Context: an optimization exercise on an open-source flow, tuned for small area, a short achievable clock period and few clock cycles per item. The choices shown serve that exercise and are no tape-out recipe.
In this exercise RTL edits were held to simulation tests only and were not proved equivalent to the original.
Power is estimated from default activity; no workload was simulated.

Setup of job 2057:
Design matvec_top, start of the top module:
module matvec_top (
    input  logic        clk,
    input  logic        reset,
    input  logic        input_valid,
    output logic        input_ready,
    input  logic [13:0] input_data,
    input  logic        new_matrix,
    output logic        output_valid,
    input  logic        output_ready,
    output logic [27:0] output_data
);
Size: about 2,600 flip-flops, ~49 I/O pins, about 0.10 sq mm of cells after synthesis.
clock: 7.0 ns
lec_check: 0
cap_margin: 20
core_margin: 2
core_utilization: 70
cts_cluster_diameter: 100
cts_cluster_size: 25
setup_slack_margin: 4.35
slew_margin: 20
synth_hierarchical: 1
run.sh (not shown) runs the stock make flow with config.mk's settings and CLKGATE_MAP_FILE= SYNTH_SCRIPT=/design/flow/synth_recipe.tcl, a recipe that flattens the netlist after the stock synthesis.
Testbench counts of job 2057, summed over its fixed seeds: cycles 8,304, items 4,096.
Changes in job 3953 relative to job 2057:
--- a/flow/config.mk
+++ b/flow/config.mk
@@ -7,0 +8 @@
+export ABC_AREA = 1
@@ -13 +14 @@
-export SETUP_SLACK_MARGIN = 4.35
+export SETUP_SLACK_MARGIN = 4.5
Notes after the runs:
In summary, job 3953 completed successfully, with a layout that passed the timing, DRC and antenna checks.
Between job 2057 and job 3953, the relative slew slack is lower for job 3953.
In the flow results for job 2057 and job 3953, the switching part of the total is smaller on job 3953.
Sequential cell area, job 2057 and job 3953: higher on job 3953
Job 3953 contains more vias than job 2057.
For job 3953, the worst-path cell with the longest stage delay was sky130_fd_sc_hd__dfxtp_2, unlike job 2057, where it was sky130_fd_sc_hd__dfxtp_4.
Of job 3953 and job 2057, it is job 3953 that has the higher combinational power share.
Summary of the comparison: synthesized cell area is higher in job 3953, relative to job 2057.
Final cycle utilization of the critical path for job 3953: 0.22 points up relative to job 2057
Of job 2057 and job 3953, the lower fraction of standard cell area that is sequential belongs to job 3953.
Between job 2057 and job 3953, the difference in insertion delay to the later sink of the worst-skew pair is negligible.
Cell count: job 3953 higher than job 2057
Input changes introduced in job 2140 (baseline for comparison: job 3953):
--- a/flow/config.mk
+++ b/flow/config.mk
@@ -8 +7,0 @@
-export ABC_AREA = 1
@@ -11 +10 @@
-export CORE_UTILIZATION = 70
+export CORE_UTILIZATION = 80
Results
Job 3953 | status: complete | timing, DRC, antenna: pass
Looking at the reports, job 2140 completed the entire flow and the layout it produced met the timing, DRC and antenna checks.
Via count of the routed design ended up 22% lower on job 2140 than on job 3953.
In the flow results for job 3953 and job 2140, the final net count is smaller on job 2140.
In job 2140 relative to job 3953, maximum frequency from static timing analysis had gone down slightly.
[compare] base=job 3953 new=job 2140: end-of-flow core utilization +11 points, final cell count -4,125, area used by sequential logic in the layout ~0 delta, instance count of the mapped netlist -3,824, number of buffers inserted to repair setup after CTS +15.
### job 2140 -> job 5740
--- a/flow/config.mk
+++ b/flow/config.mk
@@ -10 +10 @@
-export CORE_UTILIZATION = 80
+export CORE_UTILIZATION = 70
@@ -12 +12 @@
-export CTS_CLUSTER_SIZE = 25
+export CTS_CLUSTER_SIZE = 30
## What came out
- Die footprint | job 5740 above job 2140
- Against job 2140, job 5740 comes in 0.041 ns lower on final critical path time including I/O delays and setup.
- Cell count: job 5740 higher than job 2140
- Diff job 2140 -> job 5740: sequential share of layout area level; clock power share moved down.

---

Setup of lane 1:
matvec_top again, from the RTL that the note above started with.
clock: 7.0 ns
lec_check: 0
cap_margin: 20
core_margin: 2
core_utilization: 70
cts_cluster_diameter: 100
cts_cluster_size: 30
setup_slack_margin: 4.7
slew_margin: 20
synth_hierarchical: 1
The flow did not stop early for lane 1: all stages ran, and the layout cleared the timing, DRC and antenna checks.
Testbench counts of lane 1, summed over its fixed seeds: cycles 8,304, items 4,096.
Edits applied to the flow inputs when going from lane 1 to lane 2:
# lane 1
export LEC_CHECK = 0
export CAP_MARGIN = 20
export CORE_MARGIN = 2
export CORE_UTILIZATION = 70
export CTS_CLUSTER_DIAMETER = 100
export CTS_CLUSTER_SIZE = 30
export SETUP_SLACK_MARGIN = 4.7
export SLEW_MARGIN = 20
export SYNTH_HIERARCHICAL = 1
create_clock -name core_clock -period 7.0 [get_ports {clk}]
# lane 2
export LEC_CHECK = 0
export CAP_MARGIN = 20
export CORE_MARGIN = 2
export CORE_UTILIZATION = 70
export CTS_CLUSTER_DIAMETER = 100
export CTS_CLUSTER_SIZE = 25
export SETUP_SLACK_MARGIN = 4.5
export SLEW_MARGIN = 20
export SYNTH_HIERARCHICAL = 1
create_clock -name core_clock -period 7.0 [get_ports {clk}]
--- outcome ---
Non-clock buffer count, lane 2 vs lane 1: down by more than half. Setup slack: lane 2 vs lane 1, no meaningful difference. Compared with lane 1, lane 2 is hungrier on power. On number of placed cells counting well taps, lane 2 tracks lane 1 almost exactly. A end point of the critical path of output_data[20] is what lane 2 shows, while output_data[19] belongs to lane 1.

what the ideal ports hide:
In the flow no input, the clock included, has a driving cell. The finished layouts below were timed again as built, in two steps.
Step 1: set_driving_cell puts a clkbuf_16 on clk and a buf_2 on each other input, an assumption about the parent block.
Step 2 adds t to the input delays and takes it off the output delays; t is the mean of the earliest and latest rising clock arrival at the registers after step 1. Input paths then give back, and output paths get back, about the clock's delay inside the block.
Three values: no drivers, after step 1, after step 2; two values: the first two.
run | t, ns | setup slack, ns | worst setup path after step 2 | latest minus earliest clock arrival (ns) | pins driven straight from the clock port
job 2057 | 0.870 | 4.327 / 4.242 / 3.618 | input to register | 0.044 / 0.044 | 1
job 3953 | 0.863 | 4.312 / 4.229 / 3.853 | input to register | 0.072 / 0.071 | 1
job 2140 | 0.866 | 4.288 / 4.200 / 3.673 | input to register | 0.076 / 0.076 | 1
job 5740 | 0.850 | 4.329 / 4.250 / 3.771 | input to register | 0.062 / 0.062 | 1
lane 1 | 0.849 | 4.329 / 4.250 / 3.924 | input to register | 0.039 / 0.039 | 1
lane 2 | 0.859 | 4.327 / 4.247 / 3.772 | input to register | 0.048 / 0.048 | 1
After both steps setup and hold are still met in every run listed. For job 2057, which loses most, drivers alone change the setup slack by -0.085 ns; drivers and shift together by -0.709 ns.
